From an optimization exercise on the open Yosys and OpenROAD flow, aimed at small area and a short achievable clock period; shortcuts taken in it are not production practice.
In this exercise RTL edits were held to simulation tests only and were not proved equivalent to the original.
Power figures rest on the tool's default switching activity, not on a simulated workload.

### config.mk
export PLATFORM = sky130hd
export DESIGN_NAME = stepper_speed_ramp_controller
export DESIGN_NICKNAME = stepper_speed_ramp_controller
export VERILOG_FILES = /design/flow/design.v
export SDC_FILE = /design/flow/constraint.sdc
export NUM_CORES = 4
export LEC_CHECK = 0
export CAP_MARGIN = 20
export CORE_MARGIN = 2
export CORE_UTILIZATION = 40
export CTS_BUF_LIST = sky130_fd_sc_hd__clkbuf_16
export CTS_CLUSTER_DIAMETER = 100
export CTS_CLUSTER_SIZE = 30
export SETUP_SLACK_MARGIN = 3.9
export SLEW_MARGIN = 20
export TNS_END_PERCENT = 5
### constraint.sdc
create_clock -name core_clock -period 7.5 [get_ports {clk}]
set_input_delay 1.5000 -clock core_clock [delete_from_list [all_inputs] [get_ports {clk}]]
set_output_delay 1.5000 -clock core_clock [all_outputs]
set_load 0.01 [all_outputs]
### design.v
`default_nettype none
package ssrc_pkg;
	localparam int LEVELS    = 14;
	localparam int POSITIONS = 64;
	localparam int LVL_W     = $clog2(LEVELS);
	localparam int POS_W     = $clog2(POSITIONS);
	localparam int LEVEL_FW  = 4;
	localparam int PHASE_W   = 3;
	localparam int WORD_W    = 16;
	localparam int OVER_W    = 17;
	localparam int PULSE_W   = 8;
	localparam int OP_W      = 3;
	localparam int ADDR_W    = 4;
	localparam int DATA_W    = 32;
	localparam logic [OP_W-1:0] OP_TICK   = 3'd0;
	localparam logic [OP_W-1:0] OP_START  = 3'd1;
	localparam logic [OP_W-1:0] OP_DECEL  = 3'd2;
	localparam logic [OP_W-1:0] OP_STOP   = 3'd3;
	localparam logic [OP_W-1:0] OP_PULSE  = 3'd4;
	localparam logic [OP_W-1:0] OP_GOAL   = 3'd5;
	localparam logic [OP_W-1:0] OP_ZERO   = 3'd6;
	localparam logic [OP_W-1:0] OP_LOAD   = 3'd7;
	localparam logic [PHASE_W-1:0] PH_IDLE  = 3'd0;
	localparam logic [PHASE_W-1:0] PH_ACCEL = 3'd1;
	localparam logic [PHASE_W-1:0] PH_DECEL = 3'd2;
	localparam logic [PHASE_W-1:0] PH_STOP  = 3'd3;
	localparam logic [PHASE_W-1:0] PH_OVER  = 3'd4;
	localparam logic [1:0] REG_TARGET  = 2'd0;
	localparam logic [1:0] REG_DIR     = 2'd1;
	localparam logic [1:0] REG_OVERRUN = 2'd2;
endpackage
`default_nettype wire
`default_nettype none
import ssrc_pkg::*;
module stepper_speed_ramp_controller (
	input  wire logic                clk,
	input  wire logic                arst_n,
	input  wire logic                psel,
	input  wire logic                penable,
	input  wire logic                pwrite,
	input  wire logic [ADDR_W-1:0]   paddr,
	input  wire logic [DATA_W-1:0]   pwdata,
	output logic      [DATA_W-1:0]   prdata,
	output logic                     pready,
	input  wire logic                in_valid,
	output logic                     in_ready,
	input  wire logic [OP_W-1:0]     op,
	input  wire logic [PULSE_W-1:0]  count_value,
	input  wire logic [LEVEL_FW-1:0] level_index,
	input  wire logic [WORD_W-1:0]   level_reload,
	input  wire logic [WORD_W-1:0]   level_dwell,
	output logic                     out_valid,
	input  wire logic                out_ready,
	output logic      [WORD_W-1:0]   reload_out,
	output logic      [LEVEL_FW-1:0] speed_level,
	output logic      [PHASE_W-1:0]  ramp_state,
	output logic                     running,
	output logic      [POS_W-1:0]    position,
	output logic                     on_position
);
	logic [LEVEL_FW-1:0] target_q;
	logic                dir_q;
	logic [WORD_W-1:0]   overrun_q;
	logic [PHASE_W-1:0]  phase_q,  phase_d;
	logic [LEVEL_FW-1:0] level_q,  level_d;
	logic [WORD_W-1:0]   dwell_q,  dwell_d;
	logic [WORD_W-2:0]   over_q,   over_d;
	logic                timer_q,  timer_d;
	logic [POS_W-1:0]    place_q,  place_d;
	logic [PULSE_W-1:0]  pcount_q, pcount_d;
	logic [PULSE_W-1:0]  pgoal_q,  pgoal_d;
	logic [LEVELS-1:0]   hot_q,    hot_d;
	logic                onpos_q,  onpos_d;
	logic                out_valid_q;
	logic [WORD_W-1:0]   reload_tab_q [LEVELS];
	logic [WORD_W-1:0]   dwell_tab_q  [LEVELS];
	logic                accept;
	logic                cfg_wr;
	logic [WORD_W-1:0]   dwell_cur;
	logic [WORD_W-1:0]   reload_cur;
	logic [LEVEL_FW-1:0] tgt_eff;
	logic [WORD_W-1:0]   dwell_next;
	logic                dwell_done;
	logic                over_hit;
	logic [PHASE_W-1:0]  ph_k  [2];
	logic [LEVEL_FW-1:0] lv_k  [2];
	logic [WORD_W-1:0]   dw_k  [2];
	logic [LEVELS-1:0]   hot_k [2];
	logic [LEVEL_FW:0]   up_k;
	logic [LEVEL_FW-1:0] dn_k;
	logic [WORD_W-1:0]   dwdn_k;
	assign accept   = in_valid && in_ready;
	assign in_ready = !out_valid_q || out_ready;
	assign cfg_wr   = psel && penable && pwrite;
	assign pready   = 1'b1;
	always_ff @(posedge clk or negedge arst_n) begin
		if (!arst_n) begin
			target_q  <= '0;
			dir_q     <= 1'b0;
			overrun_q <= '0;
		end else if (cfg_wr) begin
			case (paddr[3:2])
				REG_TARGET:  target_q  <= pwdata[LEVEL_FW-1:0];
				REG_DIR:     dir_q     <= pwdata[0];
				REG_OVERRUN: overrun_q <= pwdata[WORD_W-1:0];
				default: ;
			endcase
		end
	end
	always_comb begin
		case (paddr[3:2])
			REG_TARGET:  prdata = DATA_W'(target_q);
			REG_DIR:     prdata = DATA_W'(dir_q);
			REG_OVERRUN: prdata = DATA_W'(overrun_q);
			default:     prdata = '0;
		endcase
	end
	always_comb begin
		dwell_cur  = '0;
		reload_cur = '0;
		for (int i = 0; i < LEVELS; i++) begin
			dwell_cur  = dwell_cur  | ({WORD_W{hot_q[i]}} & dwell_tab_q[i]);
			reload_cur = reload_cur | ({WORD_W{hot_q[i]}} & reload_tab_q[i]);
		end
	end
	assign tgt_eff    = (target_q >= LEVEL_FW'(LEVELS)) ? LEVEL_FW'(LEVELS - 1) : target_q;
	assign dwell_next = dwell_q + WORD_W'(1);
	assign dwell_done = dwell_q >= dwell_cur;
	assign over_hit   = {over_q, 1'b1} >= overrun_q;
	always_comb begin
		for (int k = 0; k < 2; k++) begin
			up_k   = {1'b0, level_q} + (LEVEL_FW+1)'(k);
			dn_k   = (k == 1 && level_q != '0) ? level_q - LEVEL_FW'(1) : level_q;
			dwdn_k = (k == 1 || dn_k == '0) ? WORD_W'(1) : dwell_next;
			ph_k[k] = phase_q;
			lv_k[k] = level_q;
			dw_k[k] = dwell_q;
			if (op == OP_STOP) begin
				lv_k[k] = dn_k;
				dw_k[k] = dwdn_k;
				ph_k[k] = PH_OVER;
			end else if (op == OP_TICK && timer_q) begin
				case (phase_q)
					PH_ACCEL: begin
						dw_k[k] = (k == 1) ? WORD_W'(1) : dwell_next;
						if (up_k >= {1'b0, tgt_eff}) begin
							lv_k[k] = tgt_eff;
							ph_k[k] = PH_IDLE;
						end else begin
							lv_k[k] = up_k[LEVEL_FW-1:0];
						end
					end
					PH_DECEL: begin
						lv_k[k] = dn_k;
						dw_k[k] = dwdn_k;
						if (dn_k == '0) ph_k[k] = PH_IDLE;
					end
					PH_STOP: begin
						lv_k[k] = dn_k;
						dw_k[k] = dwdn_k;
						ph_k[k] = PH_OVER;
					end
					PH_OVER: begin
						if (over_hit) begin
							lv_k[k] = '0;
							ph_k[k] = PH_IDLE;
							dw_k[k] = WORD_W'(1);
						end else begin
							lv_k[k] = dn_k;
							dw_k[k] = dwdn_k;
						end
					end
					default: ;
				endcase
			end else if (op == OP_START) begin
				ph_k[k] = PH_ACCEL;
				lv_k[k] = '0;
			end else if (op == OP_DECEL) begin
				ph_k[k] = PH_DECEL;
			end
			for (int i = 0; i < LEVELS; i++) hot_k[k][i] = (lv_k[k] == LEVEL_FW'(i));
		end
	end
	always_comb begin
		phase_d  = dwell_done ? ph_k[1] : ph_k[0];
		level_d  = dwell_done ? lv_k[1] : lv_k[0];
		dwell_d  = dwell_done ? dw_k[1] : dw_k[0];
		hot_d    = dwell_done ? hot_k[1] : hot_k[0];
		over_d   = over_q;
		timer_d  = timer_q;
		place_d  = place_q;
		pcount_d = pcount_q;
		pgoal_d  = pgoal_q;
		onpos_d  = onpos_q;
		case (op)
			OP_TICK: if (timer_q && phase_q == PH_OVER) begin
				if (over_hit) begin
					timer_d = 1'b0;
					over_d  = '0;
				end else begin
					over_d  = over_q + (WORD_W-1)'(1);
				end
			end
			OP_START: timer_d = 1'b1;
			OP_PULSE: begin
				pcount_d = pcount_q + PULSE_W'(1);
				onpos_d  = pcount_d >= pgoal_q;
				place_d  = dir_q ? place_q - POS_W'(1) : place_q + POS_W'(1);
			end
			OP_GOAL: begin
				pcount_d = '0;
				pgoal_d  = count_value;
				onpos_d  = count_value == '0;
			end
			OP_ZERO: place_d = '0;
			default: ;
		endcase
	end
	always_ff @(posedge clk or negedge arst_n) begin
		if (!arst_n) begin
			phase_q  <= PH_IDLE;
			level_q  <= '0;
			hot_q    <= LEVELS'(1);
			dwell_q  <= WORD_W'(1);
			over_q   <= '0;
			timer_q  <= 1'b0;
			place_q  <= '0;
			pcount_q <= '0;
			pgoal_q  <= '0;
			onpos_q  <= 1'b1;
		end else if (accept) begin
			phase_q  <= phase_d;
			level_q  <= level_d;
			hot_q    <= hot_d;
			dwell_q  <= dwell_d;
			over_q   <= over_d;
			timer_q  <= timer_d;
			place_q  <= place_d;
			pcount_q <= pcount_d;
			pgoal_q  <= pgoal_d;
			onpos_q  <= onpos_d;
		end
	end
	for (genvar i = 0; i < LEVELS; i++) begin : g_tab
		always_ff @(posedge clk) begin
			if (accept && op == OP_LOAD && level_index == LEVEL_FW'(i)) begin
				reload_tab_q[i] <= level_reload;
				dwell_tab_q[i]  <= level_dwell;
			end
		end
	end
	always_ff @(posedge clk or negedge arst_n) begin
		if (!arst_n) begin
			out_valid_q <= 1'b0;
		end else if (accept) begin
			out_valid_q <= 1'b1;
		end else if (out_ready) begin
			out_valid_q <= 1'b0;
		end
	end
	assign out_valid   = out_valid_q;
	assign reload_out  = reload_cur;
	assign speed_level = level_q;
	assign ramp_state  = phase_q;
	assign running     = timer_q;
	assign position    = place_q;
	assign on_position = onpos_q;
endmodule
`default_nettype wire
### flow/run.sh
#!/bin/bash
# Standard layout, with the port buffers made of buf_2 cells instead of the
# delay cells buffer_ports picks on its own.
set -euo pipefail
bash standard.sh "BUFFER_PORTS_ARGS=-buffer_cell sky130_fd_sc_hd__buf_2" finish > standard_flow.log 2>&1
### standard.sh
#!/bin/bash
# synth_recipe.tcl (not shown) runs the flow's synth.tcl, then flattens the netlist and writes it again
# the make line also repeats each setting of config.mk as NAME=value (left out here)
make -C /OpenROAD-flow-scripts/flow DESIGN_CONFIG=/design/flow/config.mk WORK_HOME=/design/flow/orfs CLKGATE_MAP_FILE= SYNTH_SCRIPT=/design/flow/synth_recipe.tcl "${@:-finish}"
==> flow_summary.ini, run 1 <==
[drt]
route.detailed.drc = 0
wl_mm = 59.4
firstDrtPassIters = 5
drt_iter0_markers = 1402
via_per_inst = 5.68
ant_nets = 0
wl_per_cell_um = 24.2
routed-via-count = 13967

[clock_tree]
cts_num_sinks = 546
cts_buffer_depth = 3
tritoncts = yes
clock_latency_ns = 0.61
cts_htree_levels = 1
clk_pin_slew_ns = 0.12
cts-root-buf = clkbuf_16
numCtsBuffers = 22

[placed_design]
dpl_worst_slack_ns = 2.94
gp_congestion = 0.859
postPlaceCellArea_sq_um = 24000
dpl.hpwl_mm = 30.5
portBuffers = 120

[power_and_ir_drop]
comb_power_share = 0.192
p_leak_nw = 9.19
p_int_mw = 4.44
switching_share = 0.273
power.switching_mw = 1.67
p_per_area_nw_per_um2 = 237
ir_drop_v = 0.000200
pwr-share-clk = 0.242
power_frac_seq = 0.565

[finish]
drive_above_1_share = 0.208
area_delta_synth_final_pct = 14.7
multiInputGateArea_sq_um = 6560
fillers = 4871
seq_area_sq_um = 15900
fin_util = 0.466
fin_area_sq_um = 25800
final_nets = 1848

[synth]
ys_top_cells_by_count = edfxtp_1, a22oi_1, nand2_1, dfrtp_1, nor2_1
yosys_register_bits = 546
synth_area_leaders = edfxtp_1, dfrtp_1, a22oi_1
netlist_instances = 1551
ys.warnings.count = 7
synthFlopType = edfxtp_1
yosysTopAreaCellShare = 0.598
synth_most_common_cell = edfxtp_1
seq_area_frac_synth = 0.708
yosys.area.top_type = edfxtp_1
synth_edf_count = 448
synthDistinctLibCells = 79
syn_area_sq_um = 22500
async_flop_share = 0.179
syn_avg_cell_area_sq_um = 14.5

[sta]
fin_crit_ns = 3.65
skew_ns = 0.0367
final_hold_viol_count = 0
setup_tns_ns = 0
max-slew-margin-rel = 0.423
report.final.slew_viol_count = 0
worst_hold_slack_ns = 0.542
post-route-period-util = 0.487
rsz0062_at_grt = true
fin_ws_ns = 3.85
max_freq_mhz = 274
setup_viol = 0
worst_pin_slew_ns = 0.866

[run_status]
status = timing/DRC/antenna clean

[grt]
overflow = 0
grt_pass1_vias = 13787
antenna_found_initial = 4
grt.total_usage = 0.201
grt_max_degree = 57
grt_pass1_wl_mm = 87.0

[setup_path]
cp_num_buf_inv = 3
r2r_slack_ns = 3.85
ff2ff_path_depth = 15
worstPathMaxFanout = 13
cp-end-kind = output pin
setup.worst_path.class = reg -> out
rr_startpoint = hot_q[1]
path_delay_family = buffers and inverters
worstReg2RegEnd = phase_q[2]
critPathMaxStageDelay_ns = 0.46
crit_slowest_cell = dfrtp_2
crit_chain = buf_4 > clkbuf_16 > a22o_1 > a221oi_1 > nand4_1 > buf_2
crit_required_ns = 6.00
critPathLaunchType = flip-flop
cp.arrival_ns = 2.15

[die]
die_h_um = 241
rows = 86
io_pins = 156
die_w_um = 241
start_util = 0.406
die_area_sq_um = 58100
core-area_sq_um = 55300

[worst_hold_path]
worstHoldStart = dwell_q[0]
whs_path_depth = 2
min_path_type = reg -> reg
hold_path_end = dwell_q[0]

[run]
drv_cap = 0
-- worst min-delay path, delay by kind of cell (launching register included) --
| kind | cells | cell delay (ns) |
|---|---|---|
| AND/OR/NAND/NOR | 1 | 0.10 |
| AO/OA/AOI/OAI | 1 | 0.05 |
| flip-flops | 1 | 0.41 |
-- repair_timing --
item,CTS,global route
setup buffers,28,15
pin swaps,21,28
endpoints found under the setup margin,66,107
resized for setup,84,43
hold buffers,0,0
cloned,4,3
-- cell usage in the layout, fill, tap and decap left out, types with 12 or more instances in the layout --
cell,n
a22oi_1,137
a21oi_1,23
clkbuf_16,26
o21ai_0,66
dfrtp_1,84
nand3_1,45
nor2_1,55
a221oi_2,25
edfxtp_1,448
a221oi_1,27
inv_1,45
conb_1,17
buf_4,55
buf_12,12
xor2_1,16
ha_1,54
nand4_1,30
a22o_1,43
nand2_1,108
buf_2,117
nor2_4,15
nand2b_1,16
xnor2_1,15
and2_1,18
-- state kept, by name (all words and copies together), names as in the netlist, 6 cells and up --
register / flops
dwell_tab_q: 224
reload_tab_q: 224
dwell_q: 16
overrun_q: 16
over_q: 15
hot_q: 14
pcount_q: 8
pgoal_q: 8
place_q: 6
-- cells by family after synthesis --
family,count (synthesis),share of synthesized area
adders and majority gates,57,0.0321
AOI/OAI and AO/OA,409,0.136
other,2,0.000334
buffers and inverters,133,0.0259
and+or+nand+nor,356,0.0780
muxes,17,0.00813
DFF,546,0.708
xor gates and xnor gates,31,0.0121
-- metrics by stage --
stage	std cells	total power, mW
6_report	2457	6.10
5_1_grt	2457	6.36
4_1_cts	2437	6.09
3_5_place_dp	2375	4.49
3_3_place_gp	2374	4.46
2_1_floorplan	1566	4.12
-- power groups by stage --
stage          Clock, mW  Sequential, mW  Combinational, mW
3_5_place_dp           0            3.56              0.928
2_1_floorplan          0            3.49              0.632
3_3_place_gp           0            3.55              0.909
6_report            1.48            3.45               1.17
4_1_cts             1.51            3.45               1.13
5_1_grt             1.60            3.46               1.30
-- cell type report --
type,count,area share
Timing Repair Buffer,202,0.0601
Clock buffer,23,0.0223
Tap cell,748,0.0363
Antenna cell,2,0.000194
Multi-Input combinational cell,888,0.254
Sequential cell,546,0.618
Clock inverter,7,0.00272
Inverter,41,0.00597
-- layer usage --
metal  part of all wire  GRT usage  vias up
met3              0.059     0.0210       74
met1               0.43      0.271     7062
met4              0.022     0.0513        4
met5            0.00039          0        -
met2               0.49      0.348      511
li1                   -          -     6316
-- worst max-delay path by stage --
stage,start,endpoint,cells past startpoint
floorplan,out_ready,dwell_tab_q[10][0],7
global placement,hot_q[0],hot_q[12],12
detailed placement,hot_q[0],hot_q[13],12
CTS,hot_q[5],hot_q[0],14
global route,op[2],dwell_q[15],8
finish,hot_q[4],reload_out[6],6
==> inputs of run 2 (changes only) <==
--- a/config.mk
+++ b/config.mk
@@ -15,2 +15,2 @@
 export SLEW_MARGIN = 20
-export TNS_END_PERCENT = 5
+export TNS_END_PERCENT = 1
==> flow_summary.ini, run 2 <==
[sta]
report.final.slew_viol_count = 0
max-slew-margin-rel = 0.432
fin_crit_ns = 3.68
post-route-period-util = 0.491
setup_viol = 0
final_hold_viol_count = 0
skew_ns = 0.0336
setup_tns_ns = 0
rsz0062_at_grt = true
worst_pin_slew_ns = 0.852
max_freq_mhz = 272

[power_and_ir_drop]
p_total_mw = 6.08
p_per_area_nw_per_um2 = 238
ir_drop_v = 0.000200
p_leak_nw = 9.10

[clock_tree]
cts_buffer_depth = 3
cts-root-buf = clkbuf_16
tritoncts = yes
clk_pin_slew_ns = 0.12
clock_latency_ns = 0.60
cts_htree_levels = 1
cts_num_sinks = 546
numCtsBuffers = 22
cts_hold_buf = 0

[die]
die_w_um = 241
die_h_um = 241
rows = 86
io_pins = 156
core-area_sq_um = 55300
start_util = 0.406
die_area_sq_um = 58100

[drt]
route.detailed.drc = 0
wl_per_cell_um = 23.9
ant_nets = 0
via_per_inst = 5.65
firstDrtPassIters = 5
wl_mm = 58.5
drt_iter0_markers = 1413
routed-via-count = 13821

[setup_path]
critPathLaunchType = flip-flop
cp.arrival_ns = 4.17
crit_slowest_cell = dfrtp_2
setup.worst_path.class = reg -> reg
cp-end-kind = flip-flop
crit_chain = buf_12 > a22o_1 > a221oi_2 > nand3_1 > nor2_4 > ha_1 > a21oi_2 > o21ai_2 > and4b_1 > a2bb2oi_4 > a221o_1 > o22ai_4 > or3b_4 > o31ai_1
critPathMaxStageDelay_ns = 0.45
worstPathMaxFanout = 27
crit_required_ns = 7.99

[worst_hold_path]
min_path_type = reg -> reg

[run]
drv_cap = 0

[synth]
synthFlopType = edfxtp_1
ys_top_cells_by_count = edfxtp_1, a22oi_1, nand2_1, dfrtp_1, nor2_1
seq_area_frac_synth = 0.708
synthDistinctLibCells = 79
yosysTopAreaCellShare = 0.598
syn_area_sq_um = 22500
netlist_instances = 1551
synth_most_common_cell = edfxtp_1
async_flop_share = 0.179
yosys_register_bits = 546
ys.warnings.count = 7
yosys.area.top_type = edfxtp_1
synth_edf_count = 448
synth_area_leaders = edfxtp_1, dfrtp_1, a22oi_1
syn_avg_cell_area_sq_um = 14.5

[grt]
grt_pass1_wl_mm = 86.2
grt_max_degree = 57
antenna_found_initial = 4
grt.total_usage = 0.198
overflow = 0
grt_pass1_vias = 13733

[finish]
reg.largest.list = dwell_tab_q: 224 flops, reload_tab_q: 224 flops
final_cell_mix = edfxtp_1, a22oi_1, buf_2
fin_util = 0.463
final_common_cell = edfxtp_1
area_delta_synth_final_pct = 13.9
fin_area_sq_um = 25600
final_nets = 1839
drive_above_1_share = 0.196
fillers = 4899

[placed_design]
gp_congestion = 0.859
dpl.hpwl_mm = 30.5
portBuffers = 120
postPlaceCellArea_sq_um = 24000

[run_status]
status = timing/DRC/antenna clean
==> run 2: cell counts after synthesis <==
Identical to the previous run, type by type.
==> run 2: stage by stage <==
stage	instances	hold WS, ns	setup slack [ns]
floorplan	1566	0.485	3.57
global placement	2374	0.507	2.95
global route	2448	0.581	3.69
finish	2448	0.542	3.82
CTS	2431	0.544	3.85
detailed placement	2375	0.518	2.94
==> run 2: critical path, delay by kind of cell (launching register included) <==
family                     cells  cell delay (ns)
and+or+nand+nor                4             1.05
adders and majority gates      1             0.28
DFF                            1             0.45
AOI/OAI and AO/OA              8             1.59
buffers and inverters          1             0.19
==> run 2: power by group <==
group	internal [mW]	switching [mW]	leakage, nW
clock	0.570	0.905	0.327
combinational	0.488	0.672	3.48
sequential	3.37	0.0827	5.29
==> run 2: final timing paths <==
kind	start	endpoint	slack, ns	depth (start not counted)
setup / recovery	hot_q[4]	hot_q[12]	3.82	14
min in group asynchronous	arst_n	place_q[3]	0.90	1
max in group asynchronous	arst_n	overrun_q[12]	5.43	2
setup reg to reg	hot_q[4]	hot_q[12]	3.82	14
hold / removal	dwell_q[0]	dwell_q[0]	0.54	2
hold reg to reg	dwell_q[0]	dwell_q[0]	0.54	2
==> run 2: cell families after synthesis <==
logic type | synth area share
multiplexers | 0.00813
AND/OR/NAND/NOR | 0.0780
flip-flops | 0.708
adder cells (fa/ha/maj) | 0.0321
other | 0.000334
XOR/XNOR | 0.0121
AO/OA/AOI/OAI | 0.136
buffers and inverters | 0.0259
==> run 2: what timing repair did <==
item	4_1_cts	5_1_grt
cloned	2	3
endpoints found under the setup margin	66	107
buffers inserted	24	12
gates resized for setup	80	30
pin swaps	18	22
==> run 2: layout make-up <==
class                           instances  area [sq um]  share of cell area
Clock buffer                           23           576              0.0225
Multi-Input combinational cell        888          6510               0.254
Inverter                               41           154             0.00601
Tap cell                              748           936              0.0366
Timing Repair Buffer                  193          1430              0.0557
Antenna cell                            2          5.00            0.000195
Sequential cell                       546         15900               0.622
Clock inverter                          7          70.1             0.00274
==> run 2: layer usage <==
metal | part of all wire | track usage | vias to the layer above
met5 | 0.00039 | 0 | -
met4 | 0.020 | 0.0395 | 4
met3 | 0.054 | 0.0200 | 68
met2 | 0.49 | 0.344 | 438
met1 | 0.43 | 0.271 | 7018
li1 | - | - | 6293
==> inputs of run 3 (changes only) <==
--- a/config.mk
+++ b/config.mk
@@ -9,3 +9,3 @@
 export CORE_MARGIN = 2
-export CORE_UTILIZATION = 40
+export CORE_UTILIZATION = 45
 export CTS_BUF_LIST = sky130_fd_sc_hd__clkbuf_16
==> flow_summary.ini, run 3 <==
[clock_tree]
clock_latency_ns = 0.61
cts-root-buf = clkbuf_16
cts_hold_buf = 0
clk_pin_slew_ns = 0.11
numCtsBuffers = 23
cts_buffer_depth = 3
cts_num_sinks = 546
cts_htree_levels = 1
tritoncts = yes

[finish]
drive_above_1_share = 0.189
fin_util = 0.515
diodes = 0
reg.largest.list = dwell_tab_q: 224 flops, reload_tab_q: 224 flops
area_delta_synth_final_pct = 12.7
final_nets = 1835
final_common_cell = edfxtp_1
final_cell_mix = edfxtp_1, a22oi_1, buf_2

[synth]
synth_most_common_cell = edfxtp_1
synthFlopType = edfxtp_1
synthDistinctLibCells = 79
synth_area_leaders = edfxtp_1, dfrtp_1, a22oi_1
synth_edf_count = 448
syn_avg_cell_area_sq_um = 14.5
seq_area_frac_synth = 0.708
yosysTopAreaCellShare = 0.598
yosys.area.top_type = edfxtp_1
yosys_register_bits = 546
ys_top_cells_by_count = edfxtp_1, a22oi_1, nand2_1, dfrtp_1, nor2_1
syn_area_sq_um = 22500
ys.warnings.count = 7
async_flop_share = 0.179
netlist_instances = 1551

[placed_design]
portBuffers = 120
gp_congestion = 0.854
dpl.hpwl_mm = 30.0

[drt]
via_per_inst = 5.93
drt_iter0_markers = 1462
wl_mm = 57.7
wl_per_cell_um = 24.4
route.detailed.drc = 0
ant_nets = 0
firstDrtPassIters = 5
routed-via-count = 13985

[setup_path]
worstReg2RegEnd = phase_q[1]
critPathLaunchType = flip-flop
crit_required_ns = 6.00
cp-end-kind = output pin
cp.arrival_ns = 2.26
ff2ff_path_depth = 14
worstPathMaxFanout = 6
rr_startpoint = hot_q[6]
setup.worst_path.class = reg -> out
r2r_slack_ns = 3.77

[worst_hold_path]
whs_path_depth = 2
worstHoldStart = dwell_q[0]
hold_path_end = dwell_q[0]
min_path_type = reg -> reg

[grt]
grt.total_usage = 0.221
overflow = 0
grt_pass1_wl_mm = 84.4
grt_pass1_vias = 13293
antenna_found_initial = 3
grt_max_degree = 55

[run_status]
status = timing/DRC/antenna clean

[power_and_ir_drop]
p_leak_nw = 9.05
ir_drop_v = 0.000197
p_total_mw = 6.13
p_per_area_nw_per_um2 = 242

[die]
rows = 81
io_pins = 156
die_w_um = 228
start_util = 0.457
die_area_sq_um = 51800
die_h_um = 228
core-area_sq_um = 49200

[sta]
max-slew-margin-rel = 0.390
skew_ns = 0.0326
rsz0062_at_grt = true
setup_tns_ns = 0
fin_crit_ns = 3.76
final_hold_viol_count = 0
post-route-period-util = 0.502
setup_viol = 0
max_freq_mhz = 266
worst_pin_slew_ns = 0.915
worst_hold_slack_ns = 0.536
report.final.slew_viol_count = 0

[run]
drv_cap = 0
run 3: cell counts after synthesis:
Identical to the previous run, type by type.
run 3: worst max path at each step:
stage	from	end	slack [ns]
2_1_floorplan	out_ready	dwell_tab_q[10][0]	3.57
3_3_place_gp	hot_q[2]	hot_q[13]	2.74
3_5_place_dp	hot_q[2]	hot_q[13]	2.74
4_1_cts	hot_q[8]	reload_out[4]	3.77
5_1_grt	hot_q[4]	hot_q[13]	3.62
6_report	hot_q[4]	reload_out[8]	3.74
run 3: final cells by class:
type,count,area (sq um)
repair buffers,188,1270
multi-input cells,888,6480
clock buffers,23,576
inverters,41,154
well taps,664,831
clock inverters,10,103
flip-flops and latches,546,15900
fillers,4150,23800
run 3: cells by family after synthesis:
| logic type | after synthesis | synth area share |
|---|---|---|
| fa+ha+maj | 57 | 0.0321 |
| compound gates | 409 | 0.136 |
| mux | 17 | 0.00813 |
| buf+inv | 133 | 0.0259 |
| other cells | 2 | 0.000334 |
| simple gates | 356 | 0.0780 |
| xor+xnor | 31 | 0.0121 |
| flops | 546 | 0.708 |
run 3: power breakdown:
| group | internal [mW] | total [mW] | switching (mW) |
|---|---|---|---|
| Combinational | 0.485 | 1.14 | 0.654 |
| Sequential | 3.37 | 3.46 | 0.0887 |
| Clock | 0.584 | 1.53 | 0.946 |
run 3: critical path: stages (launching register included):
cell and delay (ns):
dfrtp_4 0.56, buf_12 0.16, buf_4 0.15, a22oi_1 0.17, nand2_1 0.09, a221oi_1 0.24, nand4_1 0.14, buf_2 0.16
run 3: metrics by stage:
stage / area, sq um / worst slack [ns] / std cells
2_1_floorplan: 22600 / 3.57 / 1566
3_3_place_gp: 23900 / 2.74 / 2292
3_5_place_dp: 23900 / 2.74 / 2292
4_1_cts: 25000 / 3.77 / 2345
5_1_grt: 25300 / 3.62 / 2360
6_report: 25300 / 3.74 / 2360
run 3: timing repair:
action	in CTS	in global routing
endpoints found under the setup margin	83	65
pin swaps	21	17
buffers inserted	19	14
cloned	1	1
resized for setup	55	34
run 3: layer usage:
metal  track usage  up-vias  part of all wire
met5             0        -           0.00043
met4        0.0483        4             0.020
met3        0.0231       74             0.074
met2         0.366      563              0.48
met1         0.317     7058              0.43
li1              -     6286                 -
==> inputs of run 4 (changes only) <==
--- a/config.mk
+++ b/config.mk
@@ -9,3 +9,3 @@
 export CORE_MARGIN = 2
-export CORE_UTILIZATION = 45
+export CORE_UTILIZATION = 40
 export CTS_BUF_LIST = sky130_fd_sc_hd__clkbuf_16
@@ -13,4 +13,3 @@
 export CTS_CLUSTER_SIZE = 30
-export SETUP_SLACK_MARGIN = 3.9
+export SETUP_SLACK_MARGIN = 3.65
 export SLEW_MARGIN = 20
-export TNS_END_PERCENT = 1
==> flow_summary.ini, run 4 <==
[setup_path]
path_delay_family = compound AO/OA/AOI/OAI gates
setup.worst_path.class = reg -> reg
worstPathMaxFanout = 8
crit_slowest_cell = dfrtp_2
cp-end-kind = flip-flop
crit_required_ns = 8.00
crit_chain = buf_12 > a22o_1 > a221oi_1 > nand3_1 > nor2_1 > ha_1 > a21oi_1 > and4b_1 > a2bb2oi_4 > o211ai_1 > buf_4 > o22ai_4 > or3b_4 > o31ai_2
cp_num_buf_inv = 2
critPathMaxStageDelay_ns = 0.50
critPathLaunchType = flip-flop
cp.arrival_ns = 4.29

[sta]
max-slew-margin-rel = 0.426
report.final.slew_viol_count = 0
max_freq_mhz = 263
rsz0062_at_grt = true
fin_ws_ns = 3.70
fin_crit_ns = 3.80
final_hold_viol_count = 0
worst_pin_slew_ns = 0.860
setup_tns_ns = 0
setup_viol = 0
skew_ns = 0.0254
post-route-period-util = 0.506

[finish]
fillers = 4952
area_delta_synth_final_pct = 12.4
fin_util = 0.457
final_nets = 1827
stdcell_count = 2436
final_cell_mix = edfxtp_1, a22oi_1, buf_2
final_common_cell = edfxtp_1
reg.largest.list = dwell_tab_q: 224 flops, reload_tab_q: 224 flops
drive_above_1_share = 0.178

[placed_design]
placedCellCount = 2376
dpl_worst_slack_ns = 2.83
dpl.hpwl_mm = 30.8
portBuffers = 120
gp_congestion = 0.851

[power_and_ir_drop]
p_leak_nw = 8.95
p_per_area_nw_per_um2 = 237
ir_drop_v = 0.000205

[clock_tree]
cts_buffer_depth = 3
clk_pin_slew_ns = 0.11
tritoncts = yes
numCtsBuffers = 22
cts_num_sinks = 546
clock_latency_ns = 0.60
cts_htree_levels = 1
cts-root-buf = clkbuf_16

[worst_hold_path]
min_path_type = reg -> reg

[synth]
synth_compound_area_frac = 0.136
synth_most_common_cell = edfxtp_1
ys_top_cells_by_count = edfxtp_1, a22oi_1, nand2_1, dfrtp_1, nor2_1
synth_top_family_by_area = compound AO/OA/AOI/OAI gates
synthXorXnorAreaFrac = 0.0121
synth_edf_count = 448
synthDistinctLibCells = 79
async_flop_share = 0.179
syn_area_sq_um = 22500
yosys.area_share.simple = 0.0780
seq_area_frac_synth = 0.708
ys.warnings.count = 7
netlist_instances = 1551
synthMuxAreaShare = 0.00813
yosys.area_share.adder = 0.0321
syn_avg_cell_area_sq_um = 14.5
synth_area_leaders = edfxtp_1, dfrtp_1, a22oi_1
yosysTopAreaCellShare = 0.598
yosys.area.top_type = edfxtp_1
yosys_register_bits = 546
synthFlopType = edfxtp_1

[die]
core-area_sq_um = 55300
die_h_um = 241
io_pins = 156
die_area_sq_um = 58100
die_w_um = 241
rows = 86
start_util = 0.406

[drt]
ant_nets = 0
route.detailed.drc = 0
drt_iter0_markers = 1314
via_per_inst = 5.71
firstDrtPassIters = 6
routed-via-count = 13905
wl_per_cell_um = 23.8
wl_mm = 58.0

[grt]
antenna_found_initial = 4
overflow = 0
grt_max_degree = 53
grt_pass1_vias = 13195
grt.total_usage = 0.194
grt_pass1_wl_mm = 83.9

[run]
drv_cap = 0

[run_status]
status = timing/DRC/antenna clean
-- run 4: logic make-up after synthesis --
logic type	count (synthesis)
simple gates	356
mux	17
flops	546
buf+inv	133
compound gates	409
other cells	2
fa+ha+maj	57
xor+xnor	31
-- run 4: cell type report --
class                   instances  area [sq um]  share of cell area
repair buffers                181          1230              0.0488
clock inverters                 7          73.8             0.00292
diodes                          3          7.51            0.000297
clock buffers                  22           551              0.0218
well taps                     748           936              0.0370
multi-input cells             888          6380               0.253
flip-flops and latches        546         15900               0.630
inverters                      41           154             0.00609
-- run 4: worst paths after layout --
path / startpoint / to / slack, ns / cells after the start
worst min register to register: place_q[2] / place_q[2] / 0.54 / 2
worst min-delay path: place_q[2] / place_q[2] / 0.54 / 2
min in group asynchronous: arst_n / place_q[3] / 0.92 / 1
max in group asynchronous: arst_n / over_q[13] / 5.46 / 2
worst max-delay path: hot_q[4] / hot_q[13] / 3.70 / 14
worst max register to register: hot_q[4] / hot_q[13] / 3.70 / 14
-- run 4: tightest hold or removal path, stage by stage, from the launching register on --
cell and delay, ns:
dfrtp_1 0.39, nand2_1 0.05, o21ai_0 0.06
-- run 4: per-layer routing --
metal | vias to the layer above | track usage | part of all wire
li1 | 6279 | - | -
met1 | 7075 | 0.273 | 0.44
met2 | 482 | 0.326 | 0.48
met3 | 67 | 0.0231 | 0.063
met4 | 2 | 0.0365 | 0.019
met5 | - | 0 | 0.00019
-- run 4: where the power goes --
group	switching (mW)	total, mW	internal, mW	leakage [nW]
clock	0.909	1.46	0.550	0.310
sequential	0.0874	3.45	3.37	5.29
combinational	0.637	1.07	0.430	3.35
total	1.63	5.98	4.35	8.95
-- run 4: through the flow --
stage          total power [mW]  hold slack [ns]  area [sq um]
6_report                   5.98            0.535         25300
2_1_floorplan              4.12            0.485         22600
5_1_grt                    6.24            0.579         25300
3_5_place_dp               4.49            0.518         24000
4_1_cts                    5.93            0.546         24800
3_3_place_gp               4.47            0.508         24000
-- run 4: timing repair --
| item | 4_1_cts | 5_1_grt |
|---|---|---|
| gates cloned | 0 | 3 |
| setup buffers | 9 | 16 |
| pin swaps | 3 | 19 |
| resized for setup | 26 | 55 |
| endpoints found under the setup margin | 65 | 42 |
| endpoints found under the hold margin | 0 | 0 |
| hold buffers | 0 | 0 |
==> inputs of run 5 (changes only) <==
--- a/config.mk
+++ b/config.mk
@@ -13,3 +13,3 @@
 export CTS_CLUSTER_SIZE = 30
-export SETUP_SLACK_MARGIN = 3.65
+export SETUP_SLACK_MARGIN = 3.5
 export SLEW_MARGIN = 20
==> flow_summary.ini, run 5 <==
[synth]
yosys_register_bits = 546
synth_edf_count = 448
syn_avg_cell_area_sq_um = 14.5
synthDistinctLibCells = 79
synthFlopType = edfxtp_1
synth_most_common_cell = edfxtp_1
ys_top_cells_by_count = edfxtp_1, a22oi_1, nand2_1, dfrtp_1, nor2_1
syn_area_sq_um = 22500
synth_area_leaders = edfxtp_1, dfrtp_1, a22oi_1
netlist_instances = 1551
yosys.area.top_type = edfxtp_1
yosysTopAreaCellShare = 0.598
ys.warnings.count = 7
async_flop_share = 0.179
seq_area_frac_synth = 0.708

[drt]
routed-via-count = 13925
drt_iter0_markers = 1645
ant_nets = 0
top_layer = met5
via_per_inst = 5.74
dr_wl_met2_mm = 27.6
dr_wl_met3_mm = 4.18
route.detailed.drc = 0
wl_met1_mm = 24.9
wl_per_cell_um = 23.8
wl_mm = 57.7
firstDrtPassIters = 5

[worst_hold_path]
hold_path_end = dwell_q[0]
whs_path_depth = 2
worstHoldStart = dwell_q[0]
min_path_type = reg -> reg

[finish]
reg.largest.list = dwell_tab_q: 224 flops, reload_tab_q: 224 flops
fin_area_sq_um = 25000
stdcell_count = 2427
area_delta_synth_final_pct = 11.4
drive_above_1_share = 0.164
fillers = 4941
final_cell_mix = edfxtp_1, a22oi_1, buf_2
final_nets = 1820
diodes = 0
final_common_cell = edfxtp_1

[placed_design]
portBuffers = 120
dpl_worst_slack_ns = 2.87
dpl.hpwl_mm = 31.2
postPlaceCellArea_sq_um = 24000
gp_congestion = 0.850
placedCellCount = 2374

[clock_tree]
clk_pin_slew_ns = 0.12
tritoncts = yes
cts_num_sinks = 546
numCtsBuffers = 22
cts_buffer_depth = 3
cts-root-buf = clkbuf_16
clock_latency_ns = 0.61
cts_htree_levels = 1

[setup_path]
crit_required_ns = 6.00
worstReg2RegEnd = phase_q[1]
cp.arrival_ns = 2.37
r2r_slack_ns = 3.63
rr_startpoint = hot_q[11]
crit_slowest_cell = nor2b_2
timing.critical_path.mode_cell = buf_2
crit_chain = buf_2 > nor2b_2 > nand2_1 > o21ai_0 > buf_2
ff2ff_path_depth = 14
worstPathMaxFanout = 13
critPathMaxStageDelay_ns = 0.38
critPathLaunchType = input port
setup.worst_path.class = in -> out
cp-end-kind = output pin

[grt]
grt.total_usage = 0.195
grt_pass1_vias = 13556
grt_max_degree = 51
overflow = 0
grt_pass1_wl_mm = 85.0
antenna_found_initial = 7

[power_and_ir_drop]
p_leak_nw = 8.88
p_per_area_nw_per_um2 = 239
ir_drop_v = 0.000197

[sta]
report.final.slew_viol_count = 0
fin_crit_ns = 3.87
max_freq_mhz = 258
post-route-period-util = 0.516
worst_pin_slew_ns = 0.742
setup_tns_ns = 0
setup_viol = 0
skew_ns = 0.0310
max-slew-margin-rel = 0.500
final_hold_viol_count = 0
fin_ws_ns = 3.63
rsz0062_at_grt = false

[die]
die_h_um = 241
rows = 86
start_util = 0.406
core-area_sq_um = 55300
die_area_sq_um = 58100
die_w_um = 241
io_pins = 156

[run]
drv_cap = 0

[run_status]
status = timing/DRC/antenna clean
run 5: cell counts after synthesis:
No cell type changed its count.
run 5: worst max path at each step:
| stage | startpoint | end | depth (start not counted) |
|---|---|---|---|
| 4_1_cts | hot_q[3] | reload_out[1] | 6 |
| 5_1_grt | hot_q[13] | hot_q[12] | 14 |
| 2_1_floorplan | op[0] | dwell_tab_q[1][0] | 6 |
| 6_report | paddr[3] | prdata[0] | 5 |
| 3_5_place_dp | hot_q[5] | hot_q[13] | 13 |
| 3_3_place_gp | hot_q[5] | hot_q[13] | 14 |
run 5: where the power goes:
group / internal (mW) / total, mW / switching, mW / leakage (nW)
logic: 0.400 / 1.00 / 0.600 / 3.26
registers: 3.37 / 3.48 / 0.112 / 5.29
clock network: 0.601 / 1.51 / 0.913 / 0.337
total: 4.37 / 5.99 / 1.62 / 8.88
run 5: routing by layer:
metal,global-route usage,vias to the layer above
li1,-,6251
met2,0.328,534
met1,0.273,7064
met5,0,-
met3,0.0260,70
met4,0.0382,6
run 5: timing repair:
item	4_1_cts	5_1_grt
resized for setup	23	26
pin swaps	4	6
endpoints found under the setup margin	67	37
hold buffers	0	0
buffers inserted	6	17
run 5: stage by stage:
stage / hold WS (ns) / util / total power, mW
6_report: 0.538 / 0.453 / 5.99
3_3_place_gp: 0.506 / 0.434 / 4.46
3_5_place_dp: 0.515 / 0.434 / 4.49
2_1_floorplan: 0.485 / - / 4.12
5_1_grt: 0.559 / 0.453 / 6.25
4_1_cts: 0.543 / 0.448 / 5.98
run 5: kinds of logic (layout without fill, tap and decap cells):
group | count (synthesis) | in the layout | synth area share
DFF | 546 | 546 | 0.708
and+or+nand+nor | 356 | 356 | 0.0780
buffers and inverters | 133 | 246 | 0.0259
AOI/OAI and AO/OA | 409 | 409 | 0.136
other | 2 | 17 | 0.000334
xor gates and xnor gates | 31 | 31 | 0.0121
muxes | 17 | 17 | 0.00813
adders and majority gates | 57 | 57 | 0.0321
run 5: cell type report:
type                            instances  area (sq um)  area share
Clock inverter                          8           114     0.00455
Timing Repair Buffer                  175          1080      0.0431
Tap cell                              748           936      0.0374
Sequential cell                       546         15900       0.637
Inverter                               41           154     0.00615
Multi-Input combinational cell        887          6270       0.250
Clock buffer                           22           551      0.0220
run 5: worst max-delay path: cells and delay by family:
kind	cells	cell delay, ns
buf+inv	2	0.32
compound gates	1	0.08
simple gates	2	0.47
==> inputs of run 6 (changes only) <==
==> flow/run.sh (replaced) <==
#!/bin/bash
# Standard layout, with the port buffers made of buf_1 cells instead of the
# delay cells buffer_ports picks on its own.
set -euo pipefail
bash standard.sh "BUFFER_PORTS_ARGS=-buffer_cell sky130_fd_sc_hd__buf_1" finish > standard_flow.log 2>&1
--- a/config.mk
+++ b/config.mk
@@ -7,2 +7,3 @@
 export LEC_CHECK = 0
+export ABC_CLOCK_PERIOD_IN_PS = 3700
 export CAP_MARGIN = 20
@@ -13,3 +14,3 @@
 export CTS_CLUSTER_SIZE = 30
-export SETUP_SLACK_MARGIN = 3.5
+export SETUP_SLACK_MARGIN = 3.8
 export SLEW_MARGIN = 20
==> flow_summary.ini, run 6 <==
[run_status]
status = timing/DRC/antenna clean

[setup_path]
cp_num_buf_inv = 3
path_delay_family = compound AO/OA/AOI/OAI gates
setup.worst_path.class = reg -> reg
critPathLaunchType = flip-flop
crit_slowest_cell = dfrtp_4
worstPathMaxFanout = 6
critPathMaxStageDelay_ns = 0.55
cp-end-kind = flip-flop
crit_chain = buf_12 > buf_6 > a22o_1 > a221oi_2 > nand3_1 > nor2_4 > ha_4 > nand2_1 > o21ai_2 > and4b_1 > a2bb2oi_4 > buf_6 > mux2i_1 > o2111ai_2 > a211oi_2 > mux2_2
crit_required_ns = 7.97
timing.critical_path.mode_cell = buf_6
cp.arrival_ns = 4.25

[sta]
post-route-period-util = 0.504
setup_viol = 0
setup_tns_ns = 0
final_hold_viol_count = 0
rsz0062_at_grt = true
worst_pin_slew_ns = 0.799
skew_ns = 0.0343
fin_crit_ns = 3.78
max_freq_mhz = 265
report.final.slew_viol_count = 0
max-slew-margin-rel = 0.462

[power_and_ir_drop]
p_leak_nw = 8.90
p_total_mw = 6.01
comb_power_share = 0.182
switching_share = 0.276
pwr-share-clk = 0.244
ir_drop_v = 0.000211
p_int_mw = 4.36
power_frac_seq = 0.574
p_per_area_nw_per_um2 = 233
power.switching_mw = 1.66

[placed_design]
gp_congestion = 0.833
dpl.hpwl_mm = 31.0
portBuffers = 120
placedCellCount = 2376

[grt]
grt.total_usage = 0.199
antenna_found_initial = 4
grt_pass1_vias = 13543
grt_pass1_wl_mm = 85.8
overflow = 0
grt_max_degree = 51

[synth]
seq_area_frac_synth = 0.708
ys_top_cells_by_count = edfxtp_1, a22oi_1, nand2_1, dfrtp_1, nor2_1
netlist_instances = 1551
yosysTopAreaCellShare = 0.598
synthFlopType = edfxtp_1
yosys.area.top_type = edfxtp_1
synth_most_common_cell = edfxtp_1
syn_area_sq_um = 22500
synth_area_leaders = edfxtp_1, dfrtp_1, a22oi_1
synthDistinctLibCells = 79
ys.warnings.count = 7
syn_avg_cell_area_sq_um = 14.5
yosys_register_bits = 546
synth_edf_count = 448
async_flop_share = 0.179

[finish]
final_nets = 1851
area_delta_synth_final_pct = 14.7
fin_util = 0.466
stdcell_count = 2460
final_cell_mix = edfxtp_1, a22oi_1, nand2_1
final_common_cell = edfxtp_1
drive_above_1_share = 0.156
reg.largest.list = dwell_tab_q: 224 flops, reload_tab_q: 224 flops

[drt]
firstDrtPassIters = 5
routed-via-count = 14004
via_per_inst = 5.69
drt_iter0_markers = 1441
ant_nets = 0
route.detailed.drc = 0
wl_per_cell_um = 24.1
wl_mm = 59.2

[clock_tree]
clock_latency_ns = 0.61
cts_htree_levels = 1
tritoncts = yes
cts-root-buf = clkbuf_16
clk_pin_slew_ns = 0.11
numCtsBuffers = 22
cts_num_sinks = 546
cts_buffer_depth = 3

[die]
die_w_um = 241
die_h_um = 241
rows = 86
core-area_sq_um = 55300
die_area_sq_um = 58100
io_pins = 156
start_util = 0.406

[worst_hold_path]
min_path_type = reg -> reg

[run]
drv_cap = 0
[run 6: cell types whose count changed in the layout (fill, tap and decap cells not counted), sizes merged]
cell / change
clkbuf: +8
nor2b: +1
inv: +2
diode: +2
buf: +22
bufinv: -2
[run 6: worst paths after layout]
kind	from	endpoint	slack, ns	cells after the start
setup / recovery	hot_q[12]	phase_q[1]	3.72	16
hold / removal	pgoal_q[0]	pgoal_q[0]	0.54	1
setup reg to reg	hot_q[12]	phase_q[1]	3.72	16
hold reg to reg	pgoal_q[0]	pgoal_q[0]	0.54	1
max in group asynchronous	arst_n	dwell_q[10]	5.41	2
min in group asynchronous	arst_n	place_q[1]	0.97	1
[run 6: final cells by class]
class	count	area [sq um]
fillers	4954	29500
inverters	41	154
well taps	748	936
flip-flops and latches	546	15900
diodes	2	5.00
clock buffers	22	551
multi-input cells	888	6690
repair buffers	205	1430
clock inverters	8	73.8
[run 6: per-layer routing]
layer | routed length (um) | part of all wire | track usage
met1 | 25300 | 0.43 | 0.270
met3 | 3690 | 0.062 | 0.0297
met4 | 1170 | 0.020 | 0.0456
met2 | 29000 | 0.49 | 0.337
met5 | 13 | 0.00022 | 0
[run 6: kinds of logic (layout without fill, tap and decap cells)]
group                      Yosys count  count (layout)  share of synthesized area
muxes                               17              17                    0.00813
adders and majority gates           57              57                     0.0321
xor gates and xnor gates            31              31                     0.0121
DFF                                546             546                      0.708
buffers and inverters              133             276                     0.0259
AOI/OAI and AO/OA                  409             409                      0.136
other                                2              19                   0.000334
and+or+nand+nor                    356             357                     0.0780
[run 6: stage by stage]
stage	cell area, sq um	setup slack (ns)	hold slack, ns
2_1_floorplan	22600	3.46	0.485
3_3_place_gp	23900	2.92	0.506
3_5_place_dp	23900	2.89	0.518
4_1_cts	24900	3.70	0.544
5_1_grt	25800	3.61	0.563
6_report	25800	3.72	0.537
[run 6: repair_timing]
action / 4_1_cts / 5_1_grt
endpoints found under the hold margin: 0 / 0
setup buffers: 23 / 22
hold buffers: 0 / 0
gates resized for setup: 66 / 125
endpoints found under the setup margin: 178 / 115
pin swaps: 10 / 45
gates cloned: 1 / 6
[run 6: power groups by stage]
stage	Combinational [mW]	Clock, mW	Sequential (mW)
2_1_floorplan	0.633	0	3.49
3_3_place_gp	0.920	0	3.53
3_5_place_dp	0.936	0	3.53
4_1_cts	1.01	1.49	3.45
5_1_grt	1.21	1.59	3.47
6_report	1.09	1.47	3.45
==> inputs of run 7 (changes only) <==
==> run.sh (new file) <==
#!/bin/bash
# synth_recipe.tcl (not shown) runs the flow's synth.tcl, then flattens the netlist and writes it again
# the make line also repeats each setting of config.mk as NAME=value (left out here)
make -C /OpenROAD-flow-scripts/flow DESIGN_CONFIG=/design/flow/config.mk WORK_HOME=/design/flow/orfs CLKGATE_MAP_FILE= SYNTH_SCRIPT=/design/flow/synth_recipe.tcl finish
--- a/config.mk
+++ b/config.mk
@@ -7,3 +7,3 @@
 export LEC_CHECK = 0
-export ABC_CLOCK_PERIOD_IN_PS = 3700
+export ABC_CLOCK_PERIOD_IN_PS = 2500
 export CAP_MARGIN = 20
@@ -11,6 +11,4 @@
 export CORE_UTILIZATION = 40
-export CTS_BUF_LIST = sky130_fd_sc_hd__clkbuf_16
-export CTS_CLUSTER_DIAMETER = 100
-export CTS_CLUSTER_SIZE = 30
-export SETUP_SLACK_MARGIN = 3.8
+export SETUP_SLACK_MARGIN = 4.1
 export SLEW_MARGIN = 20
+export TNS_END_PERCENT = 10
removed: flow/run.sh
removed: standard.sh
==> flow_summary.ini, run 7 <==
[sta]
skew_ns = 0.0398
final_hold_viol_count = 0
rsz0062_at_grt = true
max_freq_mhz = 265
post-route-period-util = 0.503
fin_ws_ns = 3.73
setup_viol = 0
worst_pin_slew_ns = 0.726
setup_tns_ns = 0
report.final.slew_viol_count = 0
max-slew-margin-rel = 0.511
fin_crit_ns = 3.77

[placed_design]
gp_congestion = 0.865
portBuffers = 120
placedCellCount = 2376
dpl.hpwl_mm = 31.6
dpl_worst_slack_ns = 2.70

[drt]
ant_nets = 0
wl_mm = 63.5
drt_iter0_markers = 1512
routed-via-count = 14686
route.detailed.drc = 0
firstDrtPassIters = 5
via_per_inst = 5.68
wl_per_cell_um = 24.6

[finish]
final_common_cell = edfxtp_1
area_delta_synth_final_pct = 26.9
fillers = 4654
multiInputGateArea_sq_um = 6890
stdcell_count = 2586
final_nets = 1938
drive_above_1_share = 0.237
final_cell_mix = edfxtp_1, a22oi_1, nand2_1
seq_area_sq_um = 15900
reg.largest.list = dwell_tab_q: 224 flops, reload_tab_q: 224 flops

[clock_tree]
numCtsBuffers = 55
cts_htree_levels = 2
clk_pin_slew_ns = 0.06
cts_buffer_depth = 3
clock_latency_ns = 0.63
cts_hold_buf = 0
tritoncts = yes
cts_num_sinks = 546
cts-root-buf = clkbuf_16

[power_and_ir_drop]
switching_share = 0.261
power_frac_seq = 0.460
power.switching_mw = 1.97
ir_drop_v = 0.000195
comb_power_share = 0.172
p_total_mw = 7.54
p_per_area_nw_per_um2 = 264
pwr-share-clk = 0.369
p_int_mw = 5.57
p_leak_nw = 10.2

[synth]
netlist_instances = 1551
synthDistinctLibCells = 79
synth_most_common_cell = edfxtp_1
yosysTopAreaCellShare = 0.598
ys_top_cells_by_count = edfxtp_1, a22oi_1, nand2_1, dfrtp_1, nor2_1
synth_edf_count = 448
syn_avg_cell_area_sq_um = 14.5
syn_area_sq_um = 22500
async_flop_share = 0.179
yosys_register_bits = 546
synth_area_leaders = edfxtp_1, dfrtp_1, a22oi_1
ys.warnings.count = 7
seq_area_frac_synth = 0.708
yosys.area.top_type = edfxtp_1
synthFlopType = edfxtp_1

[die]
start_util = 0.406
die_w_um = 241
core-area_sq_um = 55300
io_pins = 156
die_area_sq_um = 58100
rows = 86
die_h_um = 241

[worst_hold_path]
whs_path_depth = 2
min_path_type = reg -> reg

[grt]
grt_max_degree = 55
grt_pass1_wl_mm = 93.0
grt_pass1_vias = 14651
overflow = 0
grt.total_usage = 0.219
antenna_found_initial = 2

[setup_path]
setup.worst_path.class = reg -> reg
cp.arrival_ns = 4.30
crit_required_ns = 8.03
worstPathMaxFanout = 8
ff2ff_path_depth = 15
critPathLaunchType = flip-flop
cp-end-kind = flip-flop

[run]
drv_cap = 0

[run_status]
status = timing/DRC/antenna clean
## run 7: kinds of logic after synthesis
kind of cell / after synthesis / share of synthesized area
adders and majority gates: 57 / 0.0321
other: 2 / 0.000334
AOI/OAI and AO/OA: 409 / 0.136
DFF: 546 / 0.708
buffers and inverters: 133 / 0.0259
xor gates and xnor gates: 31 / 0.0121
muxes: 17 / 0.00813
and+or+nand+nor: 356 / 0.0780
## run 7: cell type report
type	instances	share of cell area
sequential	546	0.559
tap	748	0.0328
clock buffer	66	0.0501
clock inverter	36	0.0139
timing repair buffer	259	0.0971
multi-input combinational	888	0.242
antenna	2	0.000176
inverter	41	0.00540
## run 7: critical path, stage by stage, from the launching register on
cell       delay [ns]
dfrtp_4          0.54
buf_12           0.16
buf_6            0.11
a22oi_2          0.14
nand2_1          0.09
a221oi_2         0.20
nand4_1          0.23
ha_1             0.35
nor2_2           0.04
a21oi_2          0.19
o41ai_4          0.09
a2bb2oi_4        0.32
o211ai_1         0.26
or2_4            0.31
or4b_4           0.52
a21oi_2          0.13
## run 7: final timing paths
kind                                    to        from  slack, ns
worst max-delay path              hot_q[0]    hot_q[2]       3.73
max in group asynchronous        over_q[2]      arst_n       5.45
worst min register to register  place_q[2]  place_q[2]       0.53
worst max register to register    hot_q[0]    hot_q[2]       3.73
worst min-delay path            place_q[2]  place_q[2]       0.53
min in group asynchronous       place_q[1]      arst_n       0.91
## run 7: power groups by stage
stage	combinational [mW]	sequential, mW	clock [mW]
detailed placement	1.03	3.55	0
global route	1.41	3.48	2.94
floorplan	0.642	3.49	0
CTS	1.22	3.47	2.83
finish	1.29	3.46	2.78
global placement	1.02	3.54	0
## run 7: what timing repair did
action                                  CTS  global route
cloned                                   13             0
buffers inserted                         76            17
gates resized for setup                 330            53
endpoints found under the setup margin  531           424
pin swaps                                43            33
## run 7: stage by stage
step / hold slack, ns / util / instance area, sq um
6_report: 0.532 / 0.516 / 28500
4_1_cts: 0.533 / 0.509 / 28100
2_1_floorplan: 0.485 / - / 22800
3_5_place_dp: 0.515 / 0.446 / 24700
5_1_grt: 0.558 / 0.516 / 28500
3_3_place_gp: 0.508 / 0.446 / 24700
## run 7: layer usage
metal / part of all wire / GRT usage / vias to the layer above
met5: 0 / 0 / -
met4: 0.032 / 0.0731 / 0
met3: 0.074 / 0.0391 / 117
met2: 0.49 / 0.369 / 577
met1: 0.41 / 0.286 / 7433
li1: - / - / 6559
==> inputs of run 8 (changes only) <==
==> flow/run.sh (new file) <==
#!/bin/bash
# Standard layout, with the port buffers made of buf_2 cells instead of the
# delay cells buffer_ports picks on its own.
set -euo pipefail
bash standard.sh "BUFFER_PORTS_ARGS=-buffer_cell sky130_fd_sc_hd__buf_2" finish > standard_flow.log 2>&1
==> standard.sh (new file) <==
#!/bin/bash
# synth_recipe.tcl (not shown) runs the flow's synth.tcl, then flattens the netlist and writes it again
# the make line also repeats each setting of config.mk as NAME=value (left out here)
make -C /OpenROAD-flow-scripts/flow DESIGN_CONFIG=/design/flow/config.mk WORK_HOME=/design/flow/orfs CLKGATE_MAP_FILE= SYNTH_SCRIPT=/design/flow/synth_recipe.tcl "${@:-finish}"
--- a/config.mk
+++ b/config.mk
@@ -7,3 +7,2 @@
 export LEC_CHECK = 0
-export ABC_CLOCK_PERIOD_IN_PS = 2500
 export CAP_MARGIN = 20
@@ -11,4 +10,7 @@
 export CORE_UTILIZATION = 40
-export SETUP_SLACK_MARGIN = 4.1
+export CTS_BUF_LIST = sky130_fd_sc_hd__clkbuf_8 sky130_fd_sc_hd__clkbuf_16
+export CTS_CLUSTER_DIAMETER = 80
+export CTS_CLUSTER_SIZE = 24
+export SETUP_SLACK_MARGIN = 3.9
 export SLEW_MARGIN = 20
-export TNS_END_PERCENT = 10
+export TNS_END_PERCENT = 1
removed: run.sh
==> flow_summary.ini, run 8 <==
[sta]
report.final.slew_viol_count = 0
worst_pin_slew_ns = 0.870
post-route-period-util = 0.494
skew_ns = 0.0265
fin_crit_ns = 3.70
worst_hold_slack_ns = 0.538
setup_viol = 0
rsz0062_at_grt = true
final_hold_viol_count = 0
max_freq_mhz = 270
fin_ws_ns = 3.80
max-slew-margin-rel = 0.420
setup_tns_ns = 0

[clock_tree]
cts_buffer_depth = 3
cts-root-buf = clkbuf_16
cts_htree_levels = 1
numCtsBuffers = 29
cts_num_sinks = 546
clk_pin_slew_ns = 0.09
tritoncts = yes
clock_latency_ns = 0.62

[synth]
seq_area_frac_synth = 0.708
synthDistinctLibCells = 79
netlist_instances = 1551
yosys.area.top_type = edfxtp_1
ys_top_cells_by_count = edfxtp_1, a22oi_1, nand2_1, dfrtp_1, nor2_1
synth_area_leaders = edfxtp_1, dfrtp_1, a22oi_1
syn_area_sq_um = 22500
synth_edf_count = 448
syn_avg_cell_area_sq_um = 14.5
yosys.area_share.adder = 0.0321
yosys.area_share.simple = 0.0780
synthMuxAreaShare = 0.00813
yosys_register_bits = 546
async_flop_share = 0.179
yosysTopAreaCellShare = 0.598
synth_top_family_by_area = compound AO/OA/AOI/OAI gates
synth_compound_area_frac = 0.136
synthFlopType = edfxtp_1
ys.warnings.count = 7
synthXorXnorAreaFrac = 0.0121
synth_most_common_cell = edfxtp_1

[die]
die_h_um = 241
start_util = 0.406
core-area_sq_um = 55300
io_pins = 156
rows = 86
die_area_sq_um = 58100
die_w_um = 241

[setup_path]
cp_num_buf_inv = 1
critPathMaxStageDelay_ns = 0.46
crit_required_ns = 8.00
setup.worst_path.class = reg -> reg
crit_chain = buf_12 > a22o_1 > a221oi_2 > nand3_1 > nor2_4 > ha_2 > a22o_1 > o41ai_4 > a2bb2oi_4 > a221o_1 > o22ai_4 > or3b_4 > o31ai_2
cp.arrival_ns = 4.20
worstPathMaxFanout = 14
timing.critical_path.mode_cell = a22o_1
crit_slowest_cell = dfrtp_2
path_delay_family = compound AO/OA/AOI/OAI gates
cp-end-kind = flip-flop
critPathLaunchType = flip-flop

[finish]
area_delta_synth_final_pct = 15.0
multiInputGateArea_sq_um = 6500
final_cell_mix = edfxtp_1, a22oi_1, buf_2
drive_above_1_share = 0.200
fillers = 4861
reg.largest.list = dwell_tab_q: 224 flops, reload_tab_q: 224 flops
seq_area_sq_um = 15900
fin_util = 0.467
stdcell_count = 2460
final_common_cell = edfxtp_1
fin_area_sq_um = 25800
final_nets = 1846

[placed_design]
gp_congestion = 0.859
portBuffers = 120
dpl.hpwl_mm = 30.5
dpl_worst_slack_ns = 2.94
postPlaceCellArea_sq_um = 24000
placedCellCount = 2375

[worst_hold_path]
min_path_type = reg -> reg

[drt]
route.detailed.drc = 0
routed-via-count = 13946
wl_mm = 59.4
ant_nets = 0
wl_per_cell_um = 24.1
firstDrtPassIters = 5
drt_iter0_markers = 1509
via_per_inst = 5.67

[grt]
grt_pass1_vias = 13660
grt_pass1_wl_mm = 86.1
antenna_found_initial = 4
grt_max_degree = 57
grt.total_usage = 0.198
overflow = 0

[run]
drv_cap = 0

[power_and_ir_drop]
ir_drop_v = 0.000196
p_total_mw = 6.32
p_per_area_nw_per_um2 = 244
p_leak_nw = 9.21

[run_status]
status = timing/DRC/antenna clean
## run 8: area by class of cell
cell class                 instances  share of cell area
tap                              748              0.0362
inverter                          41             0.00595
antenna                            1           0.0000968
clock buffer                      29              0.0281
sequential                       546               0.616
timing repair buffer             193              0.0561
multi-input combinational        888               0.252
clock inverter                    14             0.00591
## run 8: layer usage
| metal | up-vias | wire length [um] | global-route usage | share of wire |
|---|---|---|---|---|
| li1 | 6318 | - | - | - |
| met1 | 7052 | 25600 | 0.272 | 0.43 |
| met2 | 489 | 28700 | 0.340 | 0.48 |
| met3 | 83 | 3710 | 0.0232 | 0.063 |
| met4 | 4 | 1290 | 0.0382 | 0.022 |
| met5 | - | 24 | 0 | 0.00040 |
## run 8: logic make-up (layout without fill, tap and decap cells)
group	Yosys count	after routing
xor+xnor	31	31
simple gates	356	357
buf+inv	133	277
fa+ha+maj	57	57
flops	546	546
other cells	2	18
compound gates	409	409
mux	17	17
## run 8: tightest hold or removal path: stages (launching register included)
cell     delay (ns)
dfstp_2        0.40
nor2_1         0.10
a21oi_1        0.05
## run 8: repair_timing
| item | in CTS | in global routing |
|---|---|---|
| buffers inserted | 19 | 15 |
| pin swaps | 15 | 19 |
| resized for setup | 75 | 34 |
| cloned | 2 | 5 |
| endpoints found under the setup margin | 66 | 106 |
| hold buffers | 0 | 0 |
## run 8: report_power, final
group | leakage [nW] | internal [mW] | switching, mW | total, mW
sequential | 5.29 | 3.37 | 0.0929 | 3.46
combinational | 3.49 | 0.460 | 0.651 | 1.11
clock | 0.438 | 0.762 | 0.984 | 1.75
## run 8: worst paths after layout
path                                  from      endpoint  slack [ns]  cells after the start
worst max-delay path              hot_q[4]     hot_q[13]        3.80                     13
worst min-delay path            dwell_q[0]    dwell_q[0]        0.54                      2
worst max register to register    hot_q[4]     hot_q[13]        3.80                     13
worst min register to register  dwell_q[0]    dwell_q[0]        0.54                      2
max in group asynchronous           arst_n  overrun_q[1]        5.44                      2
min in group asynchronous           arst_n    place_q[3]        0.88                      1

separate check: timing with driven ports:
The flow's constraints put no driver on any port. The routed layouts listed below were extracted and timed again, unchanged, in two steps.
Step 1 assumes that a clkbuf_16 drives the clock port and a buf_2 every other input.
Step 2 adds t to the input delays and takes it off the output delays; t is the mean of the earliest and latest rising clock arrival at the registers after step 1. Input paths then give back, and output paths get back, about the clock's delay inside the block.
Three values: no drivers, after step 1, after step 2; two values: the first two.
| run | shift t [ns] | slack for setup (ns) | hold WS [ns] | latest minus earliest clock arrival (ns) |
|---|---|---|---|---|
| run 1 | 0.641 | 3.848 / 3.795 / 3.305 | 0.542 / 0.542 / 0.542 | 0.037 / 0.038 |
| run 2 | 0.641 | 3.819 / 3.814 / 3.359 | 0.542 / 0.542 / 0.542 | 0.034 / 0.034 |
| run 3 | 0.651 | 3.737 / 3.677 / 3.339 | 0.536 / 0.536 / 0.536 | 0.035 / 0.035 |
| run 4 | 0.647 | 3.703 / 3.687 / 3.245 | 0.535 / 0.535 / 0.535 | 0.029 / 0.029 |
| run 5 | 0.649 | 3.629 / 3.607 / 3.220 | 0.538 / 0.538 / 0.538 | 0.031 / 0.031 |
| run 6 | 0.649 | 3.723 / 3.723 / 3.232 | 0.537 / 0.537 / 0.537 | 0.035 / 0.036 |
| run 7 | 0.665 | 3.728 / 3.720 / 3.298 | 0.532 / 0.532 / 0.532 | 0.040 / 0.040 |
| run 8 | 0.655 | 3.796 / 3.785 / 3.290 | 0.538 / 0.538 / 0.538 | 0.038 / 0.038 |
After both steps setup and hold are still met in every run listed. For run 1, which loses most, drivers alone change the setup slack by -0.053 ns; drivers and shift together by -0.543 ns.
